Context: an optimization exercise on an open-source flow, tuned for small area, a short achievable clock period and few clock cycles per item. The choices shown serve that exercise and are no tape-out recipe.
Function was checked by simulation only, so behaviour that the tests miss may differ from the original.
Power figures rest on the tool's default switching activity, not on a simulated workload.

==> flow/design.v, too long to show whole: its modules and the start of the top module <==
// module yuv2rgb_top: 1805 lines
// module csa_fa: 4 lines
// module csa_maj: 3 lines
// module pfx_inv: 3 lines
// module pfx_nand2: 3 lines
// module pfx_nor2: 3 lines
// module pfx_xor2: 3 lines
// module pfx_xnor2: 3 lines
// module pfx_a21oi: 3 lines
// module pfx_o21ai: 3 lines
// module pfx_a21boi: 3 lines
// module pfx_o21bai: 3 lines
// module pfx_nand2b: 3 lines
// module pfx_nor2b: 3 lines
module yuv2rgb_top
(
	input logic CLOCK_50_I,
	input logic resetn,
	input logic in_valid,
	output logic in_ready,
	input logic [7:0] y,
	input logic [7:0] u,
	input logic [7:0] v,
	output logic out_valid,
	input logic out_ready,
	output logic [7:0] r,
	output logic [7:0] g,
	output logic [7:0] b
);
  // ...
==> flow/flow/run.sh <==
#!/bin/bash
# The standard layout (standard.sh: ORFS synthesis to final layout), with one
# change: the buffers that buffer_ports puts on every input and output port are
# plain sky130_fd_sc_hd__buf_1 cells instead of the default (a slow delay
# buffer).  Every port still gets its own buffer; the resizer may resize them.
set -euo pipefail
bash standard.sh "BUFFER_PORTS_ARGS=-buffer_cell sky130_fd_sc_hd__buf_1" finish > flow_standard.log 2>&1
==> flow/standard.sh <==
#!/bin/bash
# synth_recipe.tcl (not shown) runs the flow's synth.tcl, then flattens the netlist and writes it again
# the make line also repeats each setting of config.mk as NAME=value (left out here)
make -C /OpenROAD-flow-scripts/flow DESIGN_CONFIG=/design/flow/config.mk WORK_HOME=/design/flow/orfs CLKGATE_MAP_FILE= SYNTH_SCRIPT=/design/flow/synth_recipe.tcl "${@:-finish}"
==> flow/config.mk <==
export PLATFORM = sky130hd
export DESIGN_NAME = yuv2rgb_top
export DESIGN_NICKNAME = yuv2rgb_top
export VERILOG_FILES = /design/flow/design.v
export SDC_FILE = /design/flow/constraint.sdc
export NUM_CORES = 4
export LEC_CHECK = 0
export CAP_MARGIN = 20
export CORE_MARGIN = 2
export CORE_UTILIZATION = 60
export PLACE_DENSITY = 0.75
export SETUP_SLACK_MARGIN = 4.3
export SLEW_MARGIN = 20
export SYNTH_HIERARCHICAL = 1
==> flow/constraint.sdc <==
create_clock -name core_clock -period 8.0 [get_ports {CLOCK_50_I}]
set_input_delay 1.6000 -clock core_clock [delete_from_list [all_inputs] [get_ports {CLOCK_50_I}]]
set_output_delay 1.6000 -clock core_clock [all_outputs]
set_load 0.01 [all_outputs]
==> flow_summary.yaml, run 1 <==
worst_setup_path:
  critical_path_cell_with_the_highest_stage_delay: "fa_1"
  worst_setup_path_end_kind: "flop"
  r2r-end: "gq_w[5]"
  worst_path_dominant_cell_family: "adder cells"
  cp.buffers_inverters: 2
  timing.critical_path.cells: "buf_12, fa_1, fa_2, nor2_4, o21ai_2, a21oi_2, o21ai_1, a21oi_2, inv_2, a21oi_2, xnor2_1"
timing:
  final-setup-viol-count: 0
  clock_skew_ns: 0.0114
  final_min_period_over_clock_period_pct: 45.5
  grt_setup_unrepaired: "true"
cells_and_area:
  layout.area.seq_sq_mm: 0.00221
  regMostFlops: "ypa"
  nNonClkBuffers: 121
  clock_cell_area_share_pct: 3.30
  multi_input_area_share_pct: 62.2
  nets: 1234
drt:
  postRouteAntennaNets: 0
  dr_wl_met3_um: 1090
  drt_first_iter_violations: 364
logic_synthesis:
  synth_xor_area_share_pct: 14.1
  syn_area_sq_mm: 0.00935
  post_synth_main_area_contributors: "fa_1 (25%), edfxtp_1 (23%), xor2_1 (12%)"
  postSynthRegisterBits: 74
power:
  share_clk_of_total_power_pct: 12.1
  power_sequential_uw: 768
clock_network:
  holdBufCountCts: 0
run_status:
  status: "no timing/DRC/antenna violations"
global_routing:
  gr-usage-met2_pct: 44.4
placement:
  half_perimeter_wire_length_of_the_detailed_placement_result_um: 14700
Testbench counts, summed over its fixed seeds: cycles 32,016, pixels 32,000.
==> run 2, diff against run 1 <==
--- a/flow/config.mk
+++ b/flow/config.mk
@@ -9,5 +9,4 @@
 export CORE_MARGIN = 2
-export CORE_UTILIZATION = 60
-export PLACE_DENSITY = 0.75
-export SETUP_SLACK_MARGIN = 4.3
+export CORE_UTILIZATION = 40
+export SETUP_SLACK_MARGIN = 4.2
 export SLEW_MARGIN = 20
==> flow_summary.yaml, run 2 <==
die:
  placeableCoreArea_sq_mm: 0.0228
  floorplan.initialDensity_pct: 41.0
  io-pin-count: 54
  floorplan.die_area_sq_mm: 0.0246
  die-height_um: 157
  std_cell_rows: 55
  die-width_um: 157
worst_setup_path:
  internal_reg_to_reg_setup_slack_ns: 4.35
  timing.critical_path.from_type: "primary input"
  path_max_fanout: 9
  timing_startpoint_of_the_critical_path: "y[6]"
  cp.arrival_ns: 3.85
  cp_required_ns: 8.10
  ff2ff_path_depth: 12
  worst-setup-path-type: "in -> reg"
  r2r-start: "ua[7]"
  worst_setup_path_end_kind: "flop"
  r2r-end: "gq_w[7]"
power:
  powerDensity_mw_per_mm2: 370
  p_leak_nw: 4.50
  power.total_mw: 3.98
  peak_supply_drop_uv: 162
cells_and_area:
  largest_register_ffs: 23
  synthToLayoutAreaGrowth_pct: 15.2
  final_cell_count_no_fill: 1350
  layout_commonest_cell: "xor2_1"
  drive_gt1_share_pct: 17.7
  nets: 1211
  mostFrequentLayoutCells: "xor2_1 (125), inv_1 (118), fa_1 (114), nor2_1 (104), nand2_1 (96)"
  regMostFlops: "ypa"
  insertedDiodeCount: 0
  final_cell_area_sq_mm: 0.0108
placement:
  gp_congestion: 0.825
  port-buffer-count: 53
  detailed_place.area_sq_mm: 0.00994
  half_perimeter_wire_length_of_the_detailed_placement_result_um: 15100
  dp_cells: 1293
clock_network:
  htree_levels: 3
  cts_tree: "yes"
  cts_root_buffer: "clkbuf_16"
  clock_sinks: 74
  cts_buffers: 9
  cts.path.max_buffers: 2
  worstSkewPairLatency_ns: 0.36
  clk_pin_slew_ns: 0.06
global_routing:
  grt_overflow: 0
  grt_start_max_net_pins: 40
  vias_in_the_first_global_route: 6387
  antenna_found_initial: 0
  overall_fraction_of_global_route_tracks_in_use_pct: 16.7
  global_route_wire_length_before_repair_um: 31900
drt:
  drt_first_iter_violations: 209
  routed-via-count: 6261
  post_drt_wl_per_cell_um: 13.9
  via_count_normalized_by_instance_count: 4.64
  drt_drc_violations_left: 0
  detail_route.wirelength_um: 18700
  drt_pre_antenna_iters: 5
  postRouteAntennaNets: 0
logic_synthesis:
  syn_warnings: 7
  post_synth_main_area_contributors: "fa_1 (25%), edfxtp_1 (23%), xor2_1 (12%)"
  post_synth.cell_area_avg_sq_um: 10.1
  netlist-cell-type-count: 26
  synthArstFlopShare_pct: 2.70
  biggest_area_consumer_among_synthesized_cells: "fa_1"
  postSynthRegisterBits: 74
  syn_area_sq_mm: 0.00935
  synth-seq-area-share_pct: 23.7
  synth_most_common_cell: "xor2_1"
  yosys_top_cell_area_share_pct: 24.6
  synth_cells: 929
  synthesis.nets: 1108
  top_ff_cell_synth: "edfxtp_1"
  synth-edff-count: 72
  ys_top_cells_by_count: "xor2_1 (125), inv_1 (118), fa_1 (115)"
timing:
  fmax_mhz: 267
  grt_setup_unrepaired: "true"
  timing.final.max_slew_violations: 0
  fin_hold_ws_ns: 0.490
  final-setup-viol-count: 0
  final_period_minus_worst_setup_slack_ns: 3.75
  final_min_period_over_clock_period_pct: 46.9
  final_hold_viol_count: 0
  final.setup.tns_ns: 0
  worstMarginPinSlew_ns: 0.914
  maxSlewHeadroom_pct: 39.1
  clock_skew_ns: 0.0190
min_path:
  hold_class: "reg -> reg"
  min_delay_path_depth: 1
  worstHoldStart: "a_valid"
  hold_path_end: "out_valid"
run_status:
  status: "no timing/DRC/antenna violations"
job:
  maxCapViolations: 0
-- run 2: cell counts after synthesis --
Identical to the previous run, type by type.
-- run 2: worst max-delay path by stage --
stage | slack (ns) | to | cells after the start
global route | 4.15 | ypa[22] | 11
global placement | 3.68 | ypa[21] | 11
floorplan | 4.23 | ypa[18] | 10
CTS | 4.22 | ypa[18] | 12
detailed placement | 3.62 | ypa[18] | 11
finish | 4.25 | ypa[18] | 11
-- run 2: through the flow --
step                util, %  setup slack [ns]
floorplan                 -              4.23
global placement       43.6              3.68
detailed placement     43.6              3.62
CTS                    46.9              4.22
global route           47.3              4.15
finish                 47.3              4.25
-- run 2: logic make-up after synthesis --
logic type | count (synthesis) | share of synthesized area, %
AOI/OAI and AO/OA | 131 | 9.60
xor gates and xnor gates | 150 | 14.1
adders and majority gates | 185 | 33.6
buffers and inverters | 124 | 5.09
DFF | 74 | 23.7
and+or+nand+nor | 265 | 14.0
-- run 2: timing repair --
| action | 4_1_cts | 5_1_grt |
|---|---|---|
| buffers inserted | 38 | 3 |
| pin swaps | 0 | 2 |
| endpoints found under the setup margin | 35 | 22 |
| hold endpoints to repair | 0 | 0 |
| gates resized for setup | 5 | 17 |
| hold buffers | 0 | 0 |
-- run 2: critical path, stage by stage --
cell	delay [ns]
buf_2	0.18
fa_1	0.57
fa_1	0.47
nor2_2	0.14
nor2_1	0.07
a21oi_2	0.13
o21ai_1	0.08
a21oi_2	0.24
inv_1	0.14
a21oi_2	0.15
xnor2_1	0.08
-- run 2: layout make-up --
class	instances	area [sq um]
multi-input combinational	731	6720
tap	313	392
fill	2141	12000
inverter	118	443
clock buffer	10	229
timing repair buffer	98	686
clock inverter	6	90.1
sequential	74	2210
-- run 2: layer usage --
layer / global-route usage [%] / routed length, um / share of wire, %
met4: 4.11 / 233 / 1.2
met5: 0 / 0 / 0
met2: 28.9 / 9190 / 49
met1: 22.0 / 8780 / 47
met3: 2.71 / 524 / 2.8
-- run 2: modules after synthesis, one instance, submodules excluded, a selection --
module       times used  flops+latches
pfx_o21ai            65              0
yuv2rgb_top           1             74
pfx_o21bai            3              0
pfx_nor2b            24              0
csa_maj              34              0
pfx_xor2            125              0
pfx_nand2b           18              0
pfx_nor2            103              0
pfx_inv              47              0
pfx_xnor2            25              0
csa_fa              115              0
-- run 2: report_power, final --
group / internal [mW] / total [mW] / leakage [nW] / switching, mW
Sequential: 0.691 / 0.767 / 0.713 / 0.0762
Clock: 0.274 / 0.446 / 0.153 / 0.171
Combinational: 1.22 / 2.77 / 3.64 / 1.55
==> run 3, diff against run 2 <==
--- a/flow/config.mk
+++ b/flow/config.mk
@@ -10,3 +10,3 @@
 export CORE_UTILIZATION = 40
-export SETUP_SLACK_MARGIN = 4.2
+export SETUP_SLACK_MARGIN = 4.3
 export SLEW_MARGIN = 20
==> flow_summary.yaml, run 3 <==
logic_synthesis:
  synthesis.nets: 1108
  synth-edff-count: 72
  yosys_top_cell_area_share_pct: 24.6
  biggest_area_consumer_among_synthesized_cells: "fa_1"
  netlist-cell-type-count: 26
  syn_area_sq_mm: 0.00935
  synth-seq-area-share_pct: 23.7
  ys_top_cells_by_count: "xor2_1 (125), inv_1 (118), fa_1 (115)"
  post_synth_main_area_contributors: "fa_1 (25%), edfxtp_1 (23%), xor2_1 (12%)"
  top_ff_cell_synth: "edfxtp_1"
  syn_warnings: 7
  postSynthRegisterBits: 74
  post_synth.cell_area_avg_sq_um: 10.1
  synthArstFlopShare_pct: 2.70
  synth_most_common_cell: "xor2_1"
  synth_cells: 929
clock_network:
  clk_pin_slew_ns: 0.06
  cts_buffers: 9
  clock_sinks: 74
  cts.path.max_buffers: 2
  worstSkewPairLatency_ns: 0.35
  cts_root_buffer: "clkbuf_16"
  holdBufCountCts: 0
  htree_levels: 3
  cts_tree: "yes"
die:
  std_cell_rows: 55
  floorplan.initialDensity_pct: 41.0
  die-height_um: 157
  floorplan.die_area_sq_mm: 0.0246
  io-pin-count: 54
  placeableCoreArea_sq_mm: 0.0228
  die-width_um: 157
global_routing:
  vias_in_the_first_global_route: 6340
  global_route_wire_length_before_repair_um: 31300
  overall_fraction_of_global_route_tracks_in_use_pct: 16.5
  grt_overflow: 0
  grt_start_max_net_pins: 40
  antenna_found_initial: 0
worst_setup_path:
  cp.arrival_ns: 3.73
  worst_setup_path_end_kind: "flop"
  worst-setup-path-type: "in -> reg"
  cp_required_ns: 8.10
  r2r-end: "gq_w[7]"
  timing.critical_path.cells: "buf_12, fa_1, fa_2, nor2_4, o21ai_2, a21oi_2, o21ai_2, a21oi_2, buf_6, inv_4, a21oi_2, xnor2_1"
  path_max_fanout: 6
  r2r-start: "ua[5]"
  cp.buffers_inverters: 3
  critical_path_cell_with_the_highest_stage_delay: "fa_1"
  timing.critical_path.slowest_cell_delay_ns: 0.56
  worst_path_dominant_cell_family: "adder cells"
  cell_with_the_most_instances_on_the_worst_path: "a21oi_2"
  internal_reg_to_reg_setup_slack_ns: 4.43
  timing.critical_path.from_type: "primary input"
  ff2ff_path_depth: 13
cells_and_area:
  mostFrequentLayoutCells: "xor2_1 (125), inv_1 (115), fa_1 (112), nor2_1 (101), nand2_1 (95)"
  drive_gt1_share_pct: 20.9
  synthToLayoutAreaGrowth_pct: 18.6
  layout_commonest_cell: "xor2_1"
  insertedDiodeCount: 0
  nets: 1236
  largest_register_ffs: 23
  final_cell_area_sq_mm: 0.0111
  regMostFlops: "ypa"
min_path:
  worstHoldStart: "a_valid"
  min_delay_path_depth: 1
  hold_path_end: "out_valid"
  hold_class: "reg -> reg"
timing:
  clock_skew_ns: 0.0121
  final_min_period_over_clock_period_pct: 45.3
  final.setup.tns_ns: 0
  layout_setup_ws_ns: 4.37
  final_hold_viol_count: 0
  fin_hold_ws_ns: 0.489
  final_period_minus_worst_setup_slack_ns: 3.63
  final-setup-viol-count: 0
  fmax_mhz: 276
  worstMarginPinSlew_ns: 0.893
  timing.final.max_slew_violations: 0
  grt_setup_unrepaired: "true"
  maxSlewHeadroom_pct: 40.5
placement:
  half_perimeter_wire_length_of_the_detailed_placement_result_um: 14900
  gp_congestion: 0.822
  place_ws_ns: 3.64
  port-buffer-count: 53
  detailed_place.area_sq_mm: 0.00992
drt:
  routed-via-count: 6285
  detail_route.wirelength_um: 18800
  via_count_normalized_by_instance_count: 4.57
  drt_first_iter_violations: 274
  drt_pre_antenna_iters: 4
  post_drt_wl_per_cell_um: 13.7
  drt_drc_violations_left: 0
  postRouteAntennaNets: 0
job:
  maxCapViolations: 0
power:
  peak_supply_drop_uv: 161
  power.total_mw: 4.15
  p_leak_nw: 4.64
  powerDensity_mw_per_mm2: 375
run_status:
  status: "no timing/DRC/antenna violations"
-- run 3: what timing repair did --
| item | 4_1_cts | 5_1_grt |
|---|---|---|
| pin swaps | 0 | 14 |
| setup endpoints to repair | 39 | 24 |
| setup buffers | 49 | 19 |
| gates resized for setup | 11 | 45 |
-- run 3: layout make-up --
class	instances	area (sq um)
fill	2120	11700
multi-input combinational	731	6780
sequential	74	2210
timing repair buffer	123	910
inverter	118	453
tap	313	392
clock buffer	10	229
clock inverter	6	115
-- run 3: cells by family after synthesis --
group / count (synthesis) / share of synthesized area, %
compound gates: 131 / 9.60
simple gates: 265 / 14.0
fa+ha+maj: 185 / 33.6
xor+xnor: 150 / 14.1
flops: 74 / 23.7
buf+inv: 124 / 5.09
-- run 3: worst reg2reg max path, cell delays in order, from the launching register on --
cell      delay [ns]
edfxtp_1        0.47
buf_4           0.21
fa_1            0.56
fa_1            0.44
buf_4           0.15
xor2_1          0.15
ha_1            0.35
nor2_4          0.17
nor2_1          0.08
a21oi_2         0.23
inv_1           0.12
a21oi_2         0.12
o21ai_1         0.08
xor2_1          0.16
-- run 3: report_power, final --
| part | internal (mW) | total [mW] | switching, mW |
|---|---|---|---|
| Combinational | 1.31 | 2.91 | 1.60 |
| Clock | 0.306 | 0.473 | 0.167 |
| Sequential | 0.691 | 0.768 | 0.0771 |
-- run 3: layer usage --
layer | vias to the layer above | share of wire [%] | track usage [%] | routed length [um]
li1 | 3236 | - | - | -
met1 | 2957 | 47 | 21.5 | 8890
met2 | 69 | 48 | 28.3 | 9100
met3 | 23 | 2.5 | 2.69 | 478
met4 | 0 | 1.8 | 4.76 | 333
met5 | - | 0 | 0 | 0
-- run 3: worst max path at each step --
stage,startpoint,endpoint,depth (start not counted)
6_report,y[4],ypa[18],12
5_1_grt,ua[2],bq_w[3],16
4_1_cts,y[3],ypa[22],11
3_5_place_dp,y[6],ypa[18],11
3_3_place_gp,y[6],ypa[21],11
2_1_floorplan,y[6],ypa[18],10
-- run 3: stage by stage --
step | instances | utilization, %
after floorplan | 929 | -
after CTS | 1356 | 47.4
after global placement | 1291 | 43.6
after global routing | 1375 | 48.7
after detailed placement | 1291 | 43.6
final | 1375 | 48.7
-- run 3: per-module statistics from Yosys, one instance, submodules excluded, excerpt --
module | flops+latches | cell area, sq um | cells inside
pfx_nor2 | 0 | 3.75 | 1
pfx_o21bai | 0 | 7.51 | 1
pfx_inv | 0 | 3.75 | 1
csa_fa | 0 | 20.0 | 1
pfx_o21ai | 0 | 5.00 | 1
pfx_nor2b | 0 | 13.8 | 1
pfx_a21boi | 0 | 11.3 | 1
pfx_nand2 | 0 | 3.75 | 1
pfx_xnor2 | 0 | 8.76 | 1
csa_maj | 0 | 11.3 | 1
pfx_nand2b | 0 | 6.26 | 1
==> run 4, diff against run 3 <==
--- a/flow/config.mk
+++ b/flow/config.mk
@@ -10,2 +10,3 @@
 export CORE_UTILIZATION = 40
+export CTS_BUF_LIST = sky130_fd_sc_hd__clkbuf_4 sky130_fd_sc_hd__clkbuf_8
 export SETUP_SLACK_MARGIN = 4.3
==> flow_summary.yaml, run 4 <==
timing:
  final_hold_viol_count: 0
  clock_skew_ns: 0.0251
  final.setup.tns_ns: 0
  fmax_mhz: 272
  timing.final.max_slew_violations: 0
  final_min_period_over_clock_period_pct: 46.0
  maxSlewHeadroom_pct: 40.0
  worstMarginPinSlew_ns: 0.901
  final-setup-viol-count: 0
  final_period_minus_worst_setup_slack_ns: 3.68
  grt_setup_unrepaired: "true"
die:
  placeableCoreArea_sq_mm: 0.0228
  floorplan.die_area_sq_mm: 0.0246
  io-pin-count: 54
  floorplan.initialDensity_pct: 41.0
  std_cell_rows: 55
  die-width_um: 157
  die-height_um: 157
worst_setup_path:
  worst-setup-path-type: "in -> reg"
  worst_setup_path_end_kind: "flop"
  cp.arrival_ns: 3.81
  path_max_fanout: 6
  timing.critical_path.from_type: "primary input"
  cp_required_ns: 8.13
cells_and_area:
  layout_commonest_cell: "xor2_1"
  regMostFlops: "ypa"
  nets: 1235
  largest_register_ffs: 23
  mostFrequentLayoutCells: "xor2_1 (124), inv_1 (115), fa_1 (111), nor2_1 (102), nand2_1 (96)"
  final_cell_area_sq_mm: 0.0110
  insertedDiodeCount: 0
  final_cell_count_no_fill: 1374
  drive_gt1_share_pct: 20.8
  synthToLayoutAreaGrowth_pct: 17.4
clock_network:
  clock_sinks: 74
  cts_root_buffer: "clkbuf_8"
  htree_levels: 3
  worstSkewPairLatency_ns: 0.38
  holdBufCountCts: 0
  cts_tree: "yes"
  clk_pin_slew_ns: 0.09
  cts_buffers: 9
  cts.path.max_buffers: 2
placement:
  half_perimeter_wire_length_of_the_detailed_placement_result_um: 14900
  gp_congestion: 0.822
  detailed_place.area_sq_mm: 0.00992
  port-buffer-count: 53
  dp_cells: 1291
drt:
  routed-via-count: 6290
  via_count_normalized_by_instance_count: 4.58
  postRouteAntennaNets: 0
  drt_first_iter_violations: 232
  drt_drc_violations_left: 0
  post_drt_wl_per_cell_um: 13.7
  drt_pre_antenna_iters: 4
  detail_route.wirelength_um: 18900
logic_synthesis:
  syn_area_sq_mm: 0.00935
  synth_most_common_cell: "xor2_1"
  postSynthRegisterBits: 74
  biggest_area_consumer_among_synthesized_cells: "fa_1"
  post_synth.cell_area_avg_sq_um: 10.1
  post_synth_main_area_contributors: "fa_1 (25%), edfxtp_1 (23%), xor2_1 (12%)"
  top_ff_cell_synth: "edfxtp_1"
  syn_warnings: 7
  synth-edff-count: 72
  netlist-cell-type-count: 26
  synthesis.nets: 1108
  ys_top_cells_by_count: "xor2_1 (125), inv_1 (118), fa_1 (115)"
  synth_cells: 929
  synthArstFlopShare_pct: 2.70
  yosys_top_cell_area_share_pct: 24.6
  synth-seq-area-share_pct: 23.7
global_routing:
  antenna_found_initial: 0
  global_route_wire_length_before_repair_um: 31100
  grt_overflow: 0
  overall_fraction_of_global_route_tracks_in_use_pct: 16.4
  gr-usage-met2_pct: 27.8
  grt_most_used_layer: "met2"
  vias_in_the_first_global_route: 6295
  use_met3_pct: 2.80
  met1_usage_pct: 21.6
  grt_start_max_net_pins: 40
power:
  powerDensity_mw_per_mm2: 368
  power.share.sequential_pct: 19.0
  switching_power_mw: 1.83
  p_leak_nw: 4.60
  power.switching_fraction_pct: 45.2
  share_clk_of_total_power_pct: 9.1
  peak_supply_drop_uv: 158
  p_int_mw: 2.21
  logic_gate_share_of_total_power_pct: 71.9
run_status:
  status: "no timing/DRC/antenna violations"
min_path:
  hold_class: "reg -> reg"
job:
  maxCapViolations: 0
-- run 4: worst max-delay path: stages --
cell and delay, ns:
buf_12 0.11, buf_12 0.12, fa_1 0.41, fa_2 0.48, nor2_4 0.19, nor2_4 0.07
a21oi_2 0.13, o21ai_1 0.09, a21oi_2 0.28, inv_2 0.09, a21oi_2 0.14, xnor2_1 0.08
-- run 4: per-stage QoR --
| step | utilization (%) | hold slack, ns | power, mW | setup WS [ns] |
|---|---|---|---|---|
| 2_1_floorplan | - | 0.449 | 3.00 | 4.24 |
| 3_3_place_gp | 43.6 | 0.476 | 3.45 | 3.70 |
| 3_5_place_dp | 43.6 | 0.481 | 3.48 | 3.64 |
| 4_1_cts | 46.9 | 0.503 | 3.89 | 4.30 |
| 5_1_grt | 48.2 | 0.553 | 4.45 | 4.20 |
| 6_report | 48.2 | 0.496 | 4.04 | 4.32 |
-- run 4: final cells by class --
cell class | instances | area [sq um]
Fill cell | 2137 | 11800
Multi-Input combinational cell | 731 | 6760
Sequential cell | 74 | 2210
Timing Repair Buffer | 122 | 911
Inverter | 118 | 450
Tap cell | 313 | 392
Clock buffer | 10 | 131
Clock inverter | 6 | 115
-- run 4: repair_timing --
| item | in CTS | in global routing |
|---|---|---|
| endpoints found under the hold margin | 0 | 0 |
| gates resized for setup | 8 | 42 |
| endpoints found under the setup margin | 37 | 29 |
| setup buffers | 49 | 18 |
| pin swaps | 0 | 12 |
-- run 4: power groups by stage --
stage	combinational (mW)	sequential (mW)	clock [mW]
2_1_floorplan	2.25	0.757	0
3_3_place_gp	2.64	0.807	0
3_5_place_dp	2.67	0.808	0
4_1_cts	2.75	0.771	0.375
5_1_grt	3.28	0.786	0.390
6_report	2.90	0.768	0.366
-- run 4: final timing paths --
kind | start | endpoint | slack, ns | cells after the start
worst max-delay path | y[4] | ypa[18] | 4.32 | 12
worst min register to register | a_valid | out_valid | 0.50 | 1
min in group asynchronous | resetn | a_valid | 0.99 | 1
worst max register to register | va[2] | gq_w[7] | 4.44 | 12
max in group asynchronous | resetn | out_valid | 6.89 | 1
worst min-delay path | a_valid | out_valid | 0.50 | 1
-- run 4: kinds of logic (layout without fill, tap and decap cells) --
kind of cell,Yosys count,after routing,share of synthesized area [%]
compound gates,131,131,9.60
xor+xnor,150,150,14.1
fa+ha+maj,185,185,33.6
buf+inv,124,256,5.09
flops,74,74,23.7
simple gates,265,265,14.0
-- run 4: per-module statistics from Yosys, one instance, submodules excluded, a selection --
module      times used  flops+latches  cells
csa_fa             115              0      1
pfx_nor2b           24              0      1
pfx_a21boi           7              0      1
pfx_xor2           125              0      1
pfx_xnor2           25              0      1
pfx_o21bai           3              0      1
pfx_nand2           96              0      1
-- run 4: per-layer routing --
metal  part of all wire, %  up-vias
li1                      -     3229
met5                     0        -
met2                    49       79
met4                   1.3        0
met3                   2.6       15
met1                    47     2967

## afterwards: timing with drivers on the ports
In the flow no input, the clock included, has a driving cell. The finished layouts below were timed again as built, in two steps.
Step 1: set_driving_cell puts a clkbuf_16 on CLOCK_50_I and a buf_2 on each other input, an assumption about the parent block.
Step 2 adds t to the input delays and takes it off the output delays; t is the mean of the earliest and latest rising clock arrival at the registers after step 1. Input paths then give back, and output paths get back, about the clock's delay inside the block.
Slacks: no drivers / after step 1 / after step 2; pairs: no drivers / after step 1.
run | t (ns) | setup slack, ns | cell pins on the clock port's net
run 1 | 0.392 | 4.357 / 4.353 / 3.962 | 1
run 2 | 0.391 | 4.251 / 4.275 / 3.884 | 1
run 3 | 0.386 | 4.373 / 4.354 / 3.985 | 1
run 4 | 0.402 | 4.323 / 4.316 / 3.914 | 1
After both steps setup and hold are still met in every run listed. The setup slack of run 4, which loses most, moves by -0.007 ns with the drivers and by -0.409 ns with both steps.
